What follows belongs to an exercise in optimizing a design on an open flow for small area, a short achievable clock period and few clock cycles per item; a production flow would make more cautious choices. Function not checked in this run: the RTL went through the layout flow alone.

[design.v]
module fnv_lane_mix #(
  parameter int             LANES     = 4,
  parameter int             W         = 32,
  parameter logic [W-1:0]   FNV_PRIME = 32'h01000193
) (
  input  logic               clk,
  input  logic               rst,
  input  logic               in_valid,
  output logic               in_ready,
  input  logic [1:0]         mode,
  input  logic [LANES*W-1:0] a,
  input  logic [LANES*W-1:0] b,
  output logic               out_valid,
  input  logic               out_ready,
  output logic [LANES*W-1:0] c,
  output logic [W-1:0]       digest,
  output logic               out_err
);
  logic         adv;
  logic         v1_q, v2_q;
  logic [1:0]   md1_q, md2_q;
  logic [W-1:0] r1_l0_q, r1_l3_q, r1_m1_q, r1_x1_q, r1_m2_q, r1_x2_q;
  logic [W-1:0] r2_l0_q, r2_l1_q, r2_l3_q, r2_m2_q, r2_x2_q;
  logic [W-1:0] a0, a1, a2, a3, b0, b1, b2, b3;
  logic         md0, md1, md2;
  logic [W-1:0] p0, p3, p1, p2;
  logic [W-1:0] y0, y3, m1, x1, m2, x2, y1, y2;
  logic         f1, f2;
  assign adv      = !v2_q || out_ready;
  assign in_ready = adv;
  assign {a3, a2, a1, a0} = a;
  assign {b3, b2, b1, b0} = b;
  assign md0 = (mode == 2'd0);
  assign md1 = (mode == 2'd1);
  assign md2 = (mode == 2'd2);
  fnv_mulp u_mul0 (.x(md1 ? (a0 ^ b0) : a0), .y(p0));
  fnv_mulp u_mul3 (.x(md1 ? (a3 ^ b3) : a3), .y(p3));
  assign y0 = p0 ^ (md0 ? b0 : md2 ? a1 : '0);
  assign y3 = p3 ^ (md0 ? b3 : '0);
  assign m1 = md1 ? (a1 ^ b1) : a1;
  assign x1 = md0 ? b1 : md2 ? a2 : '0;
  assign m2 = md1 ? (a2 ^ b2) : a2;
  assign x2 = md0 ? b2 : md2 ? a3 : '0;
  assign f1 = (md1_q == 2'd2);
  fnv_mulp u_mul1 (.x(f1 ? r1_l0_q : r1_m1_q), .y(p1));
  assign y1 = p1 ^ r1_x1_q;
  assign f2 = (md2_q == 2'd2);
  fnv_mulp u_mul2 (.x(r2_m2_q), .y(p2));
  assign y2 = p2 ^ r2_x2_q;
  always_ff @(posedge clk) begin
    if (rst) begin
      v1_q <= 1'b0;
      v2_q <= 1'b0;
    end else if (adv) begin
      v1_q <= in_valid;
      v2_q <= v1_q;
    end
  end
  always_ff @(posedge clk) begin
    if (adv) begin
      md1_q   <= mode;
      r1_l0_q <= y0;
      r1_l3_q <= y3;
      r1_m1_q <= m1;
      r1_x1_q <= x1;
      r1_m2_q <= m2;
      r1_x2_q <= x2;
      md2_q   <= md1_q;
      r2_l0_q <= r1_l0_q;
      r2_l1_q <= y1;
      r2_l3_q <= r1_l3_q;
      r2_m2_q <= f1 ? y1 : r1_m2_q;
      r2_x2_q <= r1_x2_q;
    end
  end
  assign out_valid = v2_q;
  assign c         = md2_q[1] ? '0 : {r2_l3_q, y2, r2_l1_q, r2_l0_q};
  assign digest    = f2 ? y2 : '0;
  assign out_err   = (md2_q == 2'd3);
endmodule
module fnv_mulp (input logic [31:0] x, output logic [31:0] y);
  logic [31:0] r0, r1, nx;
  assign nx = ~x;
  logic t1, t2, t3, t4, t5, t6, t7, t8, t9, t10, t11, t12, t13, t14, t15, t16;
  logic t17, t18, t19, t20, t21, t22, t23, t24, t25, t26, t27, t28, t29, t30, t31, t32;
  logic t33, t34, t35, t36, t37, t38, t39, t40, t41, t42, t43, t44, t45, t46, t47, t48;
  logic t49, t50, t51, t52, t53, t54, t55, t56, t57, t58, t59, t60, t61, t62, t63, t64;
  logic t65, t66, t67, t68, t69, t70, t71, t72, t73, t74, t75, t76, t77, t78, t79, t80;
  logic t81, t82, t83, t84, t85, t86, t87, t88, t89, t90, t91, t92, t93, t94, t95, t96;
  logic t97, t98, t99, t100, t101, t102, t103, t104, t105, t106, t107, t108, t109, t110, t111, t112;
  logic t113, t114, t115, t116, t117, t118, t119, t120, t121, t122, t123, t124, t125, t126, t127, t128;
  logic t129, t130, t131, t132, t133, t134, t135, t136, t137, t138, t139, t140, t141, t142, t143, t144;
  logic t145, t146, t147, t148, t149, t150, t151, t152, t153, t154, t155, t156, t157, t158, t159, t160;
  logic t161, t162, t163, t164, t165, t166;
  assign t1 = ~(nx[8] ^ nx[7]);
  assign t2 = nx[8] | nx[7];
  assign t3 = nx[9] ^ nx[8] ^ nx[5];
  assign t4 = (nx[9] & nx[8]) | (nx[9] & nx[5]) | (nx[8] & nx[5]);
  assign t5 = nx[10] ^ nx[9] ^ nx[6];
  assign t6 = (nx[10] & nx[9]) | (nx[10] & nx[6]) | (nx[9] & nx[6]);
  assign t7 = nx[11] ^ nx[10] ^ nx[7];
  assign t8 = (nx[11] & nx[10]) | (nx[11] & nx[7]) | (nx[10] & nx[7]);
  assign t9 = nx[12] ^ nx[11] ^ nx[8];
  assign t10 = (nx[12] & nx[11]) | (nx[12] & nx[8]) | (nx[11] & nx[8]);
  assign t11 = nx[13] ^ nx[12] ^ nx[9];
  assign t12 = (nx[13] & nx[12]) | (nx[13] & nx[9]) | (nx[12] & nx[9]);
  assign t13 = nx[14] ^ nx[13] ^ nx[10];
  assign t14 = (nx[14] & nx[13]) | (nx[14] & nx[10]) | (nx[13] & nx[10]);
  assign t15 = nx[15] ^ nx[14] ^ nx[11];
  assign t16 = (nx[15] & nx[14]) | (nx[15] & nx[11]) | (nx[14] & nx[11]);
  assign t17 = nx[16] ^ nx[15] ^ nx[12];
  assign t18 = (nx[16] & nx[15]) | (nx[16] & nx[12]) | (nx[15] & nx[12]);
  assign t19 = nx[17] ^ nx[16] ^ nx[13];
  assign t20 = (nx[17] & nx[16]) | (nx[17] & nx[13]) | (nx[16] & nx[13]);
  assign t21 = nx[18] ^ nx[17] ^ nx[14];
  assign t22 = (nx[18] & nx[17]) | (nx[18] & nx[14]) | (nx[17] & nx[14]);
  assign t23 = nx[19] ^ nx[18] ^ nx[15];
  assign t24 = (nx[19] & nx[18]) | (nx[19] & nx[15]) | (nx[18] & nx[15]);
  assign t25 = nx[20] ^ nx[19] ^ nx[16];
  assign t26 = (nx[20] & nx[19]) | (nx[20] & nx[16]) | (nx[19] & nx[16]);
  assign t27 = nx[21] ^ nx[20] ^ nx[17];
  assign t28 = (nx[21] & nx[20]) | (nx[21] & nx[17]) | (nx[20] & nx[17]);
  assign t29 = nx[22] ^ nx[21] ^ nx[18];
  assign t30 = (nx[22] & nx[21]) | (nx[22] & nx[18]) | (nx[21] & nx[18]);
  assign t31 = nx[23] ^ nx[22] ^ nx[19];
  assign t32 = (nx[23] & nx[22]) | (nx[23] & nx[19]) | (nx[22] & nx[19]);
  assign t33 = nx[24] ^ nx[23] ^ nx[20];
  assign t34 = (nx[24] & nx[23]) | (nx[24] & nx[20]) | (nx[23] & nx[20]);
  assign t35 = ~(nx[17] ^ nx[16]);
  assign t36 = nx[17] | nx[16];
  assign t37 = nx[25] ^ nx[24] ^ nx[21];
  assign t38 = (nx[25] & nx[24]) | (nx[25] & nx[21]) | (nx[24] & nx[21]);
  assign t39 = nx[18] ^ nx[17] ^ nx[1];
  assign t40 = (nx[18] & nx[17]) | (nx[18] & nx[1]) | (nx[17] & nx[1]);
  assign t41 = nx[26] ^ nx[25] ^ nx[22];
  assign t42 = (nx[26] & nx[25]) | (nx[26] & nx[22]) | (nx[25] & nx[22]);
  assign t43 = nx[19] ^ nx[18] ^ nx[2];
  assign t44 = (nx[19] & nx[18]) | (nx[19] & nx[2]) | (nx[18] & nx[2]);
  assign t45 = nx[27] ^ nx[26] ^ nx[23];
  assign t46 = (nx[27] & nx[26]) | (nx[27] & nx[23]) | (nx[26] & nx[23]);
  assign t47 = nx[20] ^ nx[19] ^ nx[3];
  assign t48 = (nx[20] & nx[19]) | (nx[20] & nx[3]) | (nx[19] & nx[3]);
  assign t49 = nx[28] ^ nx[27] ^ nx[24];
  assign t50 = (nx[28] & nx[27]) | (nx[28] & nx[24]) | (nx[27] & nx[24]);
  assign t51 = nx[21] ^ nx[20] ^ nx[4];
  assign t52 = (nx[21] & nx[20]) | (nx[21] & nx[4]) | (nx[20] & nx[4]);
  assign t53 = nx[29] ^ nx[28] ^ nx[25];
  assign t54 = (nx[29] & nx[28]) | (nx[29] & nx[25]) | (nx[28] & nx[25]);
  assign t55 = nx[22] ^ nx[21] ^ nx[5];
  assign t56 = (nx[22] & nx[21]) | (nx[22] & nx[5]) | (nx[21] & nx[5]);
  assign t57 = nx[30] ^ nx[29] ^ nx[26];
  assign t58 = (nx[30] & nx[29]) | (nx[30] & nx[26]) | (nx[29] & nx[26]);
  assign t59 = nx[23] ^ nx[22] ^ nx[6];
  assign t60 = (nx[23] & nx[22]) | (nx[23] & nx[6]) | (nx[22] & nx[6]);
  assign t61 = nx[31] ^ nx[30] ^ nx[27];
  assign t62 = nx[24] ^ nx[23] ^ nx[7];
  assign t63 = ~(nx[7] ^ nx[6]);
  assign t64 = nx[7] | nx[6];
  assign t65 = t1 ^ nx[4] ^ nx[1];
  assign t66 = (t1 & nx[4]) | (t1 & nx[1]) | (nx[4] & nx[1]);
  assign t67 = t3 ^ nx[2] ^ nx[1];
  assign t68 = (t3 & nx[2]) | (t3 & nx[1]) | (nx[2] & nx[1]);
  assign t69 = t5 ^ nx[3] ^ nx[2];
  assign t70 = (t5 & nx[3]) | (t5 & nx[2]) | (nx[3] & nx[2]);
  assign t71 = t7 ^ nx[4] ^ nx[3];
  assign t72 = (t7 & nx[4]) | (t7 & nx[3]) | (nx[4] & nx[3]);
  assign t73 = t9 ^ nx[5] ^ nx[4];
  assign t74 = (t9 & nx[5]) | (t9 & nx[4]) | (nx[5] & nx[4]);
  assign t75 = t11 ^ nx[6] ^ nx[5];
  assign t76 = (t11 & nx[6]) | (t11 & nx[5]) | (nx[6] & nx[5]);
  assign t77 = t13 ^ nx[7] ^ nx[6];
  assign t78 = (t13 & nx[7]) | (t13 & nx[6]) | (nx[7] & nx[6]);
  assign t79 = t15 ^ nx[8] ^ nx[7];
  assign t80 = (t15 & nx[8]) | (t15 & nx[7]) | (nx[8] & nx[7]);
  assign t81 = t17 ^ nx[9] ^ nx[8];
  assign t82 = (t17 & nx[9]) | (t17 & nx[8]) | (nx[9] & nx[8]);
  assign t83 = t19 ^ nx[10] ^ nx[9];
  assign t84 = (t19 & nx[10]) | (t19 & nx[9]) | (nx[10] & nx[9]);
  assign t85 = t21 ^ nx[11] ^ nx[10];
  assign t86 = (t21 & nx[11]) | (t21 & nx[10]) | (nx[11] & nx[10]);
  assign t87 = t23 ^ nx[12] ^ nx[11];
  assign t88 = (t23 & nx[12]) | (t23 & nx[11]) | (nx[12] & nx[11]);
  assign t89 = t25 ^ nx[13] ^ nx[12];
  assign t90 = (t25 & nx[13]) | (t25 & nx[12]) | (nx[13] & nx[12]);
  assign t91 = t27 ^ nx[14] ^ nx[13];
  assign t92 = (t27 & nx[14]) | (t27 & nx[13]) | (nx[14] & nx[13]);
  assign t93 = t29 ^ nx[15] ^ nx[14];
  assign t94 = (t29 & nx[15]) | (t29 & nx[14]) | (nx[15] & nx[14]);
  assign t95 = t31 ^ nx[16] ^ nx[15];
  assign t96 = (t31 & nx[16]) | (t31 & nx[15]) | (nx[16] & nx[15]);
  assign t97 = t33 ^ t35 ^ nx[0];
  assign t98 = (t33 & t35) | (t33 & nx[0]) | (t35 & nx[0]);
  assign t99 = t37 ^ t39 ^ t34;
  assign t100 = (t37 & t39) | (t37 & t34) | (t39 & t34);
  assign t101 = t41 ^ t43 ^ t38;
  assign t102 = (t41 & t43) | (t41 & t38) | (t43 & t38);
  assign t103 = t45 ^ t47 ^ t42;
  assign t104 = (t45 & t47) | (t45 & t42) | (t47 & t42);
  assign t105 = t49 ^ t51 ^ t46;
  assign t106 = (t49 & t51) | (t49 & t46) | (t51 & t46);
  assign t107 = t53 ^ t55 ^ t50;
  assign t108 = (t53 & t55) | (t53 & t50) | (t55 & t50);
  assign t109 = t57 ^ t59 ^ t54;
  assign t110 = (t57 & t59) | (t57 & t54) | (t59 & t54);
  assign t111 = t61 ^ t62 ^ t58;
  assign t112 = ~(nx[4] ^ nx[3]);
  assign t113 = nx[4] | nx[3];
  assign t114 = nx[5] ^ nx[4] ^ nx[1];
  assign t115 = (nx[5] & nx[4]) | (nx[5] & nx[1]) | (nx[4] & nx[1]);
  assign t116 = nx[6] ^ nx[5] ^ nx[2];
  assign t117 = (nx[6] & nx[5]) | (nx[6] & nx[2]) | (nx[5] & nx[2]);
  assign t118 = t63 ^ nx[3] ^ nx[0];
  assign t119 = (t63 & nx[3]) | (t63 & nx[0]) | (nx[3] & nx[0]);
  assign t120 = t65 ^ nx[0] ^ t64;
  assign t121 = (t65 & nx[0]) | (t65 & t64) | (nx[0] & t64);
  assign t122 = t67 ^ t2 ^ t66;
  assign t123 = (t67 & t2) | (t67 & t66) | (t2 & t66);
  assign t124 = t69 ^ t4 ^ t68;
  assign t125 = (t69 & t4) | (t69 & t68) | (t4 & t68);
  assign t126 = t71 ^ t6 ^ t70;
  assign t127 = (t71 & t6) | (t71 & t70) | (t6 & t70);
  assign t128 = t73 ^ t8 ^ t72;
  assign t129 = (t73 & t8) | (t73 & t72) | (t8 & t72);
  assign t130 = t75 ^ t10 ^ t74;
  assign t131 = (t75 & t10) | (t75 & t74) | (t10 & t74);
  assign t132 = t77 ^ t12 ^ t76;
  assign t133 = (t77 & t12) | (t77 & t76) | (t12 & t76);
  assign t134 = t79 ^ t14 ^ t78;
  assign t135 = (t79 & t14) | (t79 & t78) | (t14 & t78);
  assign t136 = t81 ^ t16 ^ t80;
  assign t137 = (t81 & t16) | (t81 & t80) | (t16 & t80);
  assign t138 = t83 ^ t18 ^ t82;
  assign t139 = (t83 & t18) | (t83 & t82) | (t18 & t82);
  assign t140 = t85 ^ t20 ^ t84;
  assign t141 = (t85 & t20) | (t85 & t84) | (t20 & t84);
  assign t142 = t87 ^ t22 ^ t86;
  assign t143 = (t87 & t22) | (t87 & t86) | (t22 & t86);
  assign t144 = t89 ^ t24 ^ t88;
  assign t145 = (t89 & t24) | (t89 & t88) | (t24 & t88);
  assign t146 = t91 ^ t26 ^ t90;
  assign t147 = (t91 & t26) | (t91 & t90) | (t26 & t90);
  assign t148 = t93 ^ t28 ^ t92;
  assign t149 = (t93 & t28) | (t93 & t92) | (t28 & t92);
  assign t150 = t95 ^ t30 ^ t94;
  assign t151 = (t95 & t30) | (t95 & t94) | (t30 & t94);
  assign t152 = t97 ^ t32 ^ t96;
  assign t153 = (t97 & t32) | (t97 & t96) | (t32 & t96);
  assign t154 = t99 ^ t36 ^ t98;
  assign t155 = (t99 & t36) | (t99 & t98) | (t36 & t98);
  assign t156 = t101 ^ t40 ^ t100;
  assign t157 = (t101 & t40) | (t101 & t100) | (t40 & t100);
  assign t158 = t103 ^ t44 ^ t102;
  assign t159 = (t103 & t44) | (t103 & t102) | (t44 & t102);
  assign t160 = t105 ^ t48 ^ t104;
  assign t161 = (t105 & t48) | (t105 & t104) | (t48 & t104);
  assign t162 = t107 ^ t52 ^ t106;
  assign t163 = (t107 & t52) | (t107 & t106) | (t52 & t106);
  assign t164 = t109 ^ t56 ^ t108;
  assign t165 = (t109 & t56) | (t109 & t108) | (t56 & t108);
  assign t166 = t111 ^ t60 ^ t110;
  assign r0 = ~{t166, t164, t162, t160, t158, t156, t154, t152, t150, t148, t146, t144, t142, t140, t138, t136, t134, t132, t130, t128, t126, t124, t122, t120, t118, t116, t114, t112, nx[3], nx[2], nx[1], nx[0]};
  assign r1 = ~{t165, t163, t161, t159, t157, t155, t153, t151, t149, t147, t145, t143, t141, t139, t137, t135, t133, t131, t129, t127, t125, t123, t121, t119, t117, t115, t113, nx[0], nx[2], nx[1], nx[0], 1'b1};
  logic [31:0] g0, p0;
  assign g0 = r0 & r1;
  assign p0 = r0 ^ r1;
  logic gg1; assign gg1 = g0[1] | (p0[1] & g0[0]);
  logic pp1; assign pp1 = p0[1] & p0[0];
  logic gg2; assign gg2 = g0[3] | (p0[3] & g0[2]);
  logic pp2; assign pp2 = p0[3] & p0[2];
  logic gg3; assign gg3 = g0[5] | (p0[5] & g0[4]);
  logic pp3; assign pp3 = p0[5] & p0[4];
  logic gg4; assign gg4 = g0[7] | (p0[7] & g0[6]);
  logic pp4; assign pp4 = p0[7] & p0[6];
  logic gg5; assign gg5 = g0[9] | (p0[9] & g0[8]);
  logic pp5; assign pp5 = p0[9] & p0[8];
  logic gg6; assign gg6 = g0[11] | (p0[11] & g0[10]);
  logic pp6; assign pp6 = p0[11] & p0[10];
  logic gg7; assign gg7 = g0[13] | (p0[13] & g0[12]);
  logic pp7; assign pp7 = p0[13] & p0[12];
  logic gg8; assign gg8 = g0[15] | (p0[15] & g0[14]);
  logic pp8; assign pp8 = p0[15] & p0[14];
  logic gg9; assign gg9 = g0[17] | (p0[17] & g0[16]);
  logic pp9; assign pp9 = p0[17] & p0[16];
  logic gg10; assign gg10 = g0[19] | (p0[19] & g0[18]);
  logic pp10; assign pp10 = p0[19] & p0[18];
  logic gg11; assign gg11 = g0[21] | (p0[21] & g0[20]);
  logic pp11; assign pp11 = p0[21] & p0[20];
  logic gg12; assign gg12 = g0[23] | (p0[23] & g0[22]);
  logic pp12; assign pp12 = p0[23] & p0[22];
  logic gg13; assign gg13 = g0[25] | (p0[25] & g0[24]);
  logic pp13; assign pp13 = p0[25] & p0[24];
  logic gg14; assign gg14 = g0[27] | (p0[27] & g0[26]);
  logic pp14; assign pp14 = p0[27] & p0[26];
  logic gg15; assign gg15 = g0[29] | (p0[29] & g0[28]);
  logic pp15; assign pp15 = p0[29] & p0[28];
  logic gg16; assign gg16 = g0[31] | (p0[31] & g0[30]);
  logic pp16; assign pp16 = p0[31] & p0[30];
  logic gg17; assign gg17 = g0[2] | (p0[2] & gg1);
  logic pp17; assign pp17 = p0[2] & pp1;
  logic gg18; assign gg18 = gg2 | (pp2 & gg1);
  logic pp18; assign pp18 = pp2 & pp1;
  logic gg19; assign gg19 = g0[6] | (p0[6] & gg3);
  logic pp19; assign pp19 = p0[6] & pp3;
  logic gg20; assign gg20 = gg4 | (pp4 & gg3);
  logic pp20; assign pp20 = pp4 & pp3;
  logic gg21; assign gg21 = g0[10] | (p0[10] & gg5);
  logic pp21; assign pp21 = p0[10] & pp5;
  logic gg22; assign gg22 = gg6 | (pp6 & gg5);
  logic pp22; assign pp22 = pp6 & pp5;
  logic gg23; assign gg23 = g0[14] | (p0[14] & gg7);
  logic pp23; assign pp23 = p0[14] & pp7;
  logic gg24; assign gg24 = gg8 | (pp8 & gg7);
  logic pp24; assign pp24 = pp8 & pp7;
  logic gg25; assign gg25 = g0[18] | (p0[18] & gg9);
  logic pp25; assign pp25 = p0[18] & pp9;
  logic gg26; assign gg26 = gg10 | (pp10 & gg9);
  logic pp26; assign pp26 = pp10 & pp9;
  logic gg27; assign gg27 = g0[22] | (p0[22] & gg11);
  logic pp27; assign pp27 = p0[22] & pp11;
  logic gg28; assign gg28 = gg12 | (pp12 & gg11);
  logic pp28; assign pp28 = pp12 & pp11;
  logic gg29; assign gg29 = g0[26] | (p0[26] & gg13);
  logic pp29; assign pp29 = p0[26] & pp13;
  logic gg30; assign gg30 = gg14 | (pp14 & gg13);
  logic pp30; assign pp30 = pp14 & pp13;
  logic gg31; assign gg31 = g0[30] | (p0[30] & gg15);
  logic pp31; assign pp31 = p0[30] & pp15;
  logic gg32; assign gg32 = gg16 | (pp16 & gg15);
  logic pp32; assign pp32 = pp16 & pp15;
  logic gg33; assign gg33 = g0[4] | (p0[4] & gg18);
  logic pp33; assign pp33 = p0[4] & pp18;
  logic gg34; assign gg34 = gg3 | (pp3 & gg18);
  logic pp34; assign pp34 = pp3 & pp18;
  logic gg35; assign gg35 = gg19 | (pp19 & gg18);
  logic pp35; assign pp35 = pp19 & pp18;
  logic gg36; assign gg36 = gg20 | (pp20 & gg18);
  logic pp36; assign pp36 = pp20 & pp18;
  logic gg37; assign gg37 = g0[12] | (p0[12] & gg22);
  logic pp37; assign pp37 = p0[12] & pp22;
  logic gg38; assign gg38 = gg7 | (pp7 & gg22);
  logic pp38; assign pp38 = pp7 & pp22;
  logic gg39; assign gg39 = gg23 | (pp23 & gg22);
  logic pp39; assign pp39 = pp23 & pp22;
  logic gg40; assign gg40 = gg24 | (pp24 & gg22);
  logic pp40; assign pp40 = pp24 & pp22;
  logic gg41; assign gg41 = g0[20] | (p0[20] & gg26);
  logic pp41; assign pp41 = p0[20] & pp26;
  logic gg42; assign gg42 = gg11 | (pp11 & gg26);
  logic pp42; assign pp42 = pp11 & pp26;
  logic gg43; assign gg43 = gg27 | (pp27 & gg26);
  logic pp43; assign pp43 = pp27 & pp26;
  logic gg44; assign gg44 = gg28 | (pp28 & gg26);
  logic pp44; assign pp44 = pp28 & pp26;
  logic gg45; assign gg45 = g0[28] | (p0[28] & gg30);
  logic pp45; assign pp45 = p0[28] & pp30;
  logic gg46; assign gg46 = gg15 | (pp15 & gg30);
  logic pp46; assign pp46 = pp15 & pp30;
  logic gg47; assign gg47 = gg31 | (pp31 & gg30);
  logic pp47; assign pp47 = pp31 & pp30;
  logic gg48; assign gg48 = gg32 | (pp32 & gg30);
  logic pp48; assign pp48 = pp32 & pp30;
  logic gg49; assign gg49 = g0[8] | (p0[8] & gg36);
  logic pp49; assign pp49 = p0[8] & pp36;
  logic gg50; assign gg50 = gg5 | (pp5 & gg36);
  logic pp50; assign pp50 = pp5 & pp36;
  logic gg51; assign gg51 = gg21 | (pp21 & gg36);
  logic pp51; assign pp51 = pp21 & pp36;
  logic gg52; assign gg52 = gg22 | (pp22 & gg36);
  logic pp52; assign pp52 = pp22 & pp36;
  logic gg53; assign gg53 = gg37 | (pp37 & gg36);
  logic pp53; assign pp53 = pp37 & pp36;
  logic gg54; assign gg54 = gg38 | (pp38 & gg36);
  logic pp54; assign pp54 = pp38 & pp36;
  logic gg55; assign gg55 = gg39 | (pp39 & gg36);
  logic pp55; assign pp55 = pp39 & pp36;
  logic gg56; assign gg56 = gg40 | (pp40 & gg36);
  logic pp56; assign pp56 = pp40 & pp36;
  logic gg57; assign gg57 = g0[24] | (p0[24] & gg44);
  logic pp57; assign pp57 = p0[24] & pp44;
  logic gg58; assign gg58 = gg13 | (pp13 & gg44);
  logic pp58; assign pp58 = pp13 & pp44;
  logic gg59; assign gg59 = gg29 | (pp29 & gg44);
  logic pp59; assign pp59 = pp29 & pp44;
  logic gg60; assign gg60 = gg30 | (pp30 & gg44);
  logic pp60; assign pp60 = pp30 & pp44;
  logic gg61; assign gg61 = gg45 | (pp45 & gg44);
  logic pp61; assign pp61 = pp45 & pp44;
  logic gg62; assign gg62 = gg46 | (pp46 & gg44);
  logic pp62; assign pp62 = pp46 & pp44;
  logic gg63; assign gg63 = gg47 | (pp47 & gg44);
  logic pp63; assign pp63 = pp47 & pp44;
  logic gg64; assign gg64 = gg48 | (pp48 & gg44);
  logic pp64; assign pp64 = pp48 & pp44;
  logic gg65; assign gg65 = g0[16] | (p0[16] & gg56);
  logic pp65; assign pp65 = p0[16] & pp56;
  logic gg66; assign gg66 = gg9 | (pp9 & gg56);
  logic pp66; assign pp66 = pp9 & pp56;
  logic gg67; assign gg67 = gg25 | (pp25 & gg56);
  logic pp67; assign pp67 = pp25 & pp56;
  logic gg68; assign gg68 = gg26 | (pp26 & gg56);
  logic pp68; assign pp68 = pp26 & pp56;
  logic gg69; assign gg69 = gg41 | (pp41 & gg56);
  logic pp69; assign pp69 = pp41 & pp56;
  logic gg70; assign gg70 = gg42 | (pp42 & gg56);
  logic pp70; assign pp70 = pp42 & pp56;
  logic gg71; assign gg71 = gg43 | (pp43 & gg56);
  logic pp71; assign pp71 = pp43 & pp56;
  logic gg72; assign gg72 = gg44 | (pp44 & gg56);
  logic pp72; assign pp72 = pp44 & pp56;
  logic gg73; assign gg73 = gg57 | (pp57 & gg56);
  logic pp73; assign pp73 = pp57 & pp56;
  logic gg74; assign gg74 = gg58 | (pp58 & gg56);
  logic pp74; assign pp74 = pp58 & pp56;
  logic gg75; assign gg75 = gg59 | (pp59 & gg56);
  logic pp75; assign pp75 = pp59 & pp56;
  logic gg76; assign gg76 = gg60 | (pp60 & gg56);
  logic pp76; assign pp76 = pp60 & pp56;
  logic gg77; assign gg77 = gg61 | (pp61 & gg56);
  logic pp77; assign pp77 = pp61 & pp56;
  logic gg78; assign gg78 = gg62 | (pp62 & gg56);
  logic pp78; assign pp78 = pp62 & pp56;
  logic gg79; assign gg79 = gg63 | (pp63 & gg56);
  logic pp79; assign pp79 = pp63 & pp56;
  logic gg80; assign gg80 = gg64 | (pp64 & gg56);
  logic pp80; assign pp80 = pp64 & pp56;
  logic [31:0] cc;
  assign cc[0] = 1'b0;
  assign cc[1] = g0[0];
  assign cc[2] = gg1;
  assign cc[3] = gg17;
  assign cc[4] = gg18;
  assign cc[5] = gg33;
  assign cc[6] = gg34;
  assign cc[7] = gg35;
  assign cc[8] = gg36;
  assign cc[9] = gg49;
  assign cc[10] = gg50;
  assign cc[11] = gg51;
  assign cc[12] = gg52;
  assign cc[13] = gg53;
  assign cc[14] = gg54;
  assign cc[15] = gg55;
  assign cc[16] = gg56;
  assign cc[17] = gg65;
  assign cc[18] = gg66;
  assign cc[19] = gg67;
  assign cc[20] = gg68;
  assign cc[21] = gg69;
  assign cc[22] = gg70;
  assign cc[23] = gg71;
  assign cc[24] = gg72;
  assign cc[25] = gg73;
  assign cc[26] = gg74;
  assign cc[27] = gg75;
  assign cc[28] = gg76;
  assign cc[29] = gg77;
  assign cc[30] = gg78;
  assign cc[31] = gg79;
  assign y = p0 ^ cc;
endmodule
[flow/run.sh]
#!/bin/bash
# Standard layout, but the port buffers that placement inserts on every input and
# output are the smallest buffer (buf_1); timing repair resizes them where needed.
set -euo pipefail
bash standard.sh BUFFER_PORTS_ARGS="-buffer_cell sky130_fd_sc_hd__buf_1" finish > flow_standard.log 2>&1
[standard.sh]
#!/bin/bash
# synth_recipe.tcl (not shown) runs the flow's synth.tcl, then flattens the netlist and writes it again
# the make line also repeats each setting of config.mk as NAME=value (left out here)
make -C /OpenROAD-flow-scripts/flow DESIGN_CONFIG=/design/flow/config.mk WORK_HOME=/design/flow/orfs CLKGATE_MAP_FILE= SYNTH_SCRIPT=/design/flow/synth_recipe.tcl "${@:-finish}"
[config.mk]
export PLATFORM = sky130hd
export DESIGN_NAME = fnv_lane_mix
export DESIGN_NICKNAME = fnv_lane_mix
export VERILOG_FILES = /design/flow/design.v
export SDC_FILE = /design/flow/constraint.sdc
export NUM_CORES = 4
export LEC_CHECK = 0
export CAP_MARGIN = 20
export CORE_MARGIN = 2
export CORE_UTILIZATION = 65
export CTS_BUF_LIST = sky130_fd_sc_hd__clkbuf_8
export SETUP_SLACK_MARGIN = 0.8
export SLEW_MARGIN = 20
[constraint.sdc]
create_clock -name core_clock -period 7.0 [get_ports {clk}]
set_input_delay 1.4000 -clock core_clock [delete_from_list [all_inputs] [get_ports {clk}]]
set_output_delay 1.4000 -clock core_clock [all_outputs]
set_load 0.01 [all_outputs]
==> results.py <==
metrics = {
    "outcome": {
        "status": "timing/DRC/antenna clean",
    },
    "floorplan": {
        "die_w_um": 219.0,
        "fp.dieH_um": 219.0,
        "rows": 78,
        "initial_core_util_pct": 66.07,
        "pin_count": 425,
        "dieArea_um2": 47970,
        "coreArea_um2": 45480,
    },
    "critical_path": {
        "r2r_slack_ns": 1.02,
        "crit_chain": "fa_1 -> inv_1 -> fa_2 -> fa_1 -> inv_1 -> ha_1 -> a21oi_2 -> o211ai_1 -> o21a_2 -> a21o_1 -> a21o_1 -> a21oi_2 -> o21bai_1 -> fa_2 -> xor2_2 -> xnor2_2 -> nor2_1 -> buf_2",
        "worstSetupPathType": "reg -> out",
        "timing.rr.end": "r2_m2_q[29]",
        "cpMaxStageDelayCell": "edfxtp_1",
        "rr_worst_depth": 17,
        "endpoint_kind": "primary output",
        "r2r-start": "md1_q[1]",
        "crit_family": "adder cells",
        "critPathBufInv": 3,
        "cp_max_fo": 4,
        "cp.arrival_ns": 5.35,
        "worstPathRequired_ns": 5.60,
        "max_stage_delay_ns": 0.51,
        "startpoint_type": "flop",
    },
    "worst_hold_path": {
        "holdPathStages": 0,
        "hp-class": "reg -> reg",
        "min_from": "r1_x2_q[20]",
        "hold_end": "r2_x2_q[20]",
    },
    "sta": {
        "setup_tns_ns": 0,
        "period_share_pct": 96.42,
        "max_slew_margin_pct": 31.52,
        "hold_viol": 0,
        "worst_slew_pin_slew_ns": 1.027,
        "rsz0062_at_grt": "yes",
        "setup_viol": 0,
        "skew_ns": 0.04666,
        "layout_min_cycle_time_ns": 6.749,
        "fmax_mhz": 148.2,
        "drv_slew": 0,
    },
    "cts": {
        "cts.sinks": 358,
        "cts_tree": "done",
        "cts-hold-fix-buffers": 0,
        "numCtsBuffers": 58,
        "clk_latency_ns": 0.70,
        "cts_htree_levels": 2,
        "cts_root_buf": "clkbuf_8",
        "clockBufferDepth": 3,
        "cts.clk_slew.worst_paths_ns": 0.07,
    },
    "route": {
        "wl_per_cell_um": 23.17,
        "drt_iter0_markers": 2468,
        "drc": 0,
        "firstDrtPassIters": 8,
        "drt_wl_total_um": 89180,
        "vias": 22256,
        "ant_nets": 0,
        "vias_per_cell": 5.782,
    },
    "grt": {
        "grt_max_degree": 131,
        "overflow": 0,
        "grt_pass1_wl_um": 132500,
        "antenna_found_initial": 3,
        "grt_pass1_vias": 22628,
        "grt_util_all_layers_pct": 37.62,
    },
    "yosys": {
        "async_flop_share_pct": 0,
        "ys_warn_count": 1,
        "synth_cell_types": 63,
        "syn_area_per_cell_um2": 11.14,
        "synth_edf_count": 356,
        "syn_inst": 2697,
        "syn-cell-area_um2": 30050,
        "synthFlopType": "edfxtp_1",
        "ys_ff_latch": 358,
        "synth_seq_area_share_pct": 35.71,
        "synthesis.nets": 3408,
    },
    "cells_and_area": {
        "fin_area_um2": 34630,
        "final_net_count": 3914,
        "drive_gt1_share_pct": 10.75,
        "syn2layout_area_growth_pct": 15.26,
    },
    "flow_run": {
        "maxCapViolCount": 0,
    },
    "placement": {
        "place.gp.congestion": 0.9877,
        "portBuffers": 424,
        "dpl.hpwl_um": 71980,
        "dpl_cell_area_um2": 32730,
    },
}
==> worst max path at each step <==
| stage | start | slack [ns] | cells after the start | endpoint |
|---|---|---|---|---|
| after floorplan | mode[0] | 0.65 | 23 | r1_l3_q[31] |
| after global routing | r2_m2_q[9] | 0.03 | 19 | c[81] |
| after CTS | r2_m2_q[9] | 0.27 | 19 | c[81] |
| after global placement | mode[1] | 0.50 | 20 | r1_l3_q[20] |
| after detailed placement | mode[1] | 0.31 | 20 | r1_l3_q[20] |
| final | r2_m2_q[9] | 0.25 | 18 | c[81] |
==> cells in the final DEF, fill, tap and decap left out, drive strengths merged, types with 14 or more instances in the layout <==
cell type	synthesis	final
edfxtp	356	356
a21oi	94	94
fa	284	284
xnor2	342	342
inv	403	419
o21ai	46	46
nand2b	14	14
clkinv	0	26
nor2b	107	107
nor2	177	177
clkbuf	40	69
nand3	15	15
mux2i	121	121
ha	165	165
a21o	41	41
xor2	99	99
nand2	198	198
buf	26	501
mux2	41	41
==> cell type report <==
type	instances	area [um2]
antenna	1	2.502
clock buffer	58	798.3
clock inverter	47	296.5
fill	3137	10840
inverter	403	1513
multi-input combinational	1870	18160
sequential	358	10730
tap	600	750.7
timing repair buffer	512	2381
==> worst register-to-register path, cell delays in order (launching register included) <==
cell      delay, ns
edfxtp_1       0.43
nand2b_4       0.37
mux2i_1        0.84
ha_1           0.39
xor2_1         0.18
fa_1           0.57
inv_1          0.05
fa_1           0.39
ha_1           0.38
a21o_1         0.19
a21o_1         0.19
a22o_1         0.24
a22oi_1        0.42
a21oi_1        0.18
nor3_1         0.31
o21bai_1       0.13
xnor2_1        0.16
mux2_1         0.30
==> per-stage QoR <==
step | hold WS [ns] | util [%] | setup slack, ns | std cells
2_1_floorplan | 0.4003 | - | 0.6475 | 2697
3_3_place_gp | 0.4014 | 71.98 | 0.4992 | 3702
3_5_place_dp | 0.4045 | 71.98 | 0.3071 | 3702
4_1_cts | 0.3854 | 75.25 | 0.2687 | 3827
5_1_grt | 0.3997 | 76.15 | 0.02600 | 3848
6_report | 0.3874 | 76.16 | 0.2507 | 3849
==> repair_timing <==
item                       4_1_cts  5_1_grt
buffers inserted                20       21
hold endpoints to repair         0        0
setup endpoints to repair       38       41
resized for setup               68       62
pin swaps                       26       26
==> cell usage after synthesis, types with 9 or more instances <==
library cell | number | area [um2]
inv_1 | 401 | 1505
edfxtp_1 | 356 | 10690
xnor2_1 | 342 | 2995
fa_1 | 284 | 5685
nand2_1 | 198 | 743.2
nor2_1 | 177 | 664.4
ha_1 | 165 | 2064
mux2i_1 | 114 | 1141
nor2b_1 | 107 | 669.4
xor2_1 | 99 | 867.1
a21oi_1 | 94 | 470.5
a21o_1 | 41 | 307.8
clkbuf_1 | 40 | 150.1
mux2_2 | 34 | 382.9
o21ai_0 | 27 | 135.1
buf_2 | 19 | 95.09
o21ai_1 | 18 | 90.09
nand3_1 | 15 | 75.07
nand2b_1 | 14 | 87.58
nor3_1 | 13 | 65.06
o211ai_1 | 12 | 90.09
o21a_1 | 10 | 75.07
o21bai_1 | 10 | 75.07
and3_1 | 9 | 56.30
==> cells by family (layout without fill, tap and decap cells) <==
family	after synthesis	after routing	share of synthesized area, %
muxes	162	162	5.655
xor gates and xnor gates	441	441	12.85
DFF	358	358	35.71
adders and majority gates	456	456	26.02
other	0	1	0
buffers and inverters	469	1020	5.950
AOI/OAI and AO/OA	253	253	5.367
and+or+nand+nor	558	558	8.440
==> routing by layer <==
layer / vias up / wire [um] / GRT usage, %
li1: 9785 / - / -
met1: 11038 / 35590 / 52.53
met2: 1219 / 41290 / 58.89
met3: 212 / 8642 / 7.124
met4: 2 / 3638 / 14.44
met5: - / 13 / 0

## what the ideal ports hide
No port has a modelled driver above. Below, the same layout with a new extraction and two added sets of constraints. Step 1 (the two cells are an assumption about what drives the block):
set clk [get_ports {clk}]
set_driving_cell -lib_cell sky130_fd_sc_hd__clkbuf_16 $clk
set_driving_cell -lib_cell sky130_fd_sc_hd__buf_2 [delete_from_list [all_inputs] $clk]
Step 2, shift: input delay + t, output delay - t, t = (earliest + latest rising clock arrival at the registers) / 2. This alone moves slack from input paths to output paths. a / b / c = no drivers / after step 1 / after step 2; a / b = the first two.
t (ns): 0.735
setup slack, ns: 0.251 / 0.192 / 0.396
slew at the worst register clock pin (ns): 0.07 / 0.07
pins driven straight from the clock port: 1
After both steps setup and hold are still met in this run. The setup slack of this run moves by -0.059 ns with the drivers and by +0.145 ns with both steps.
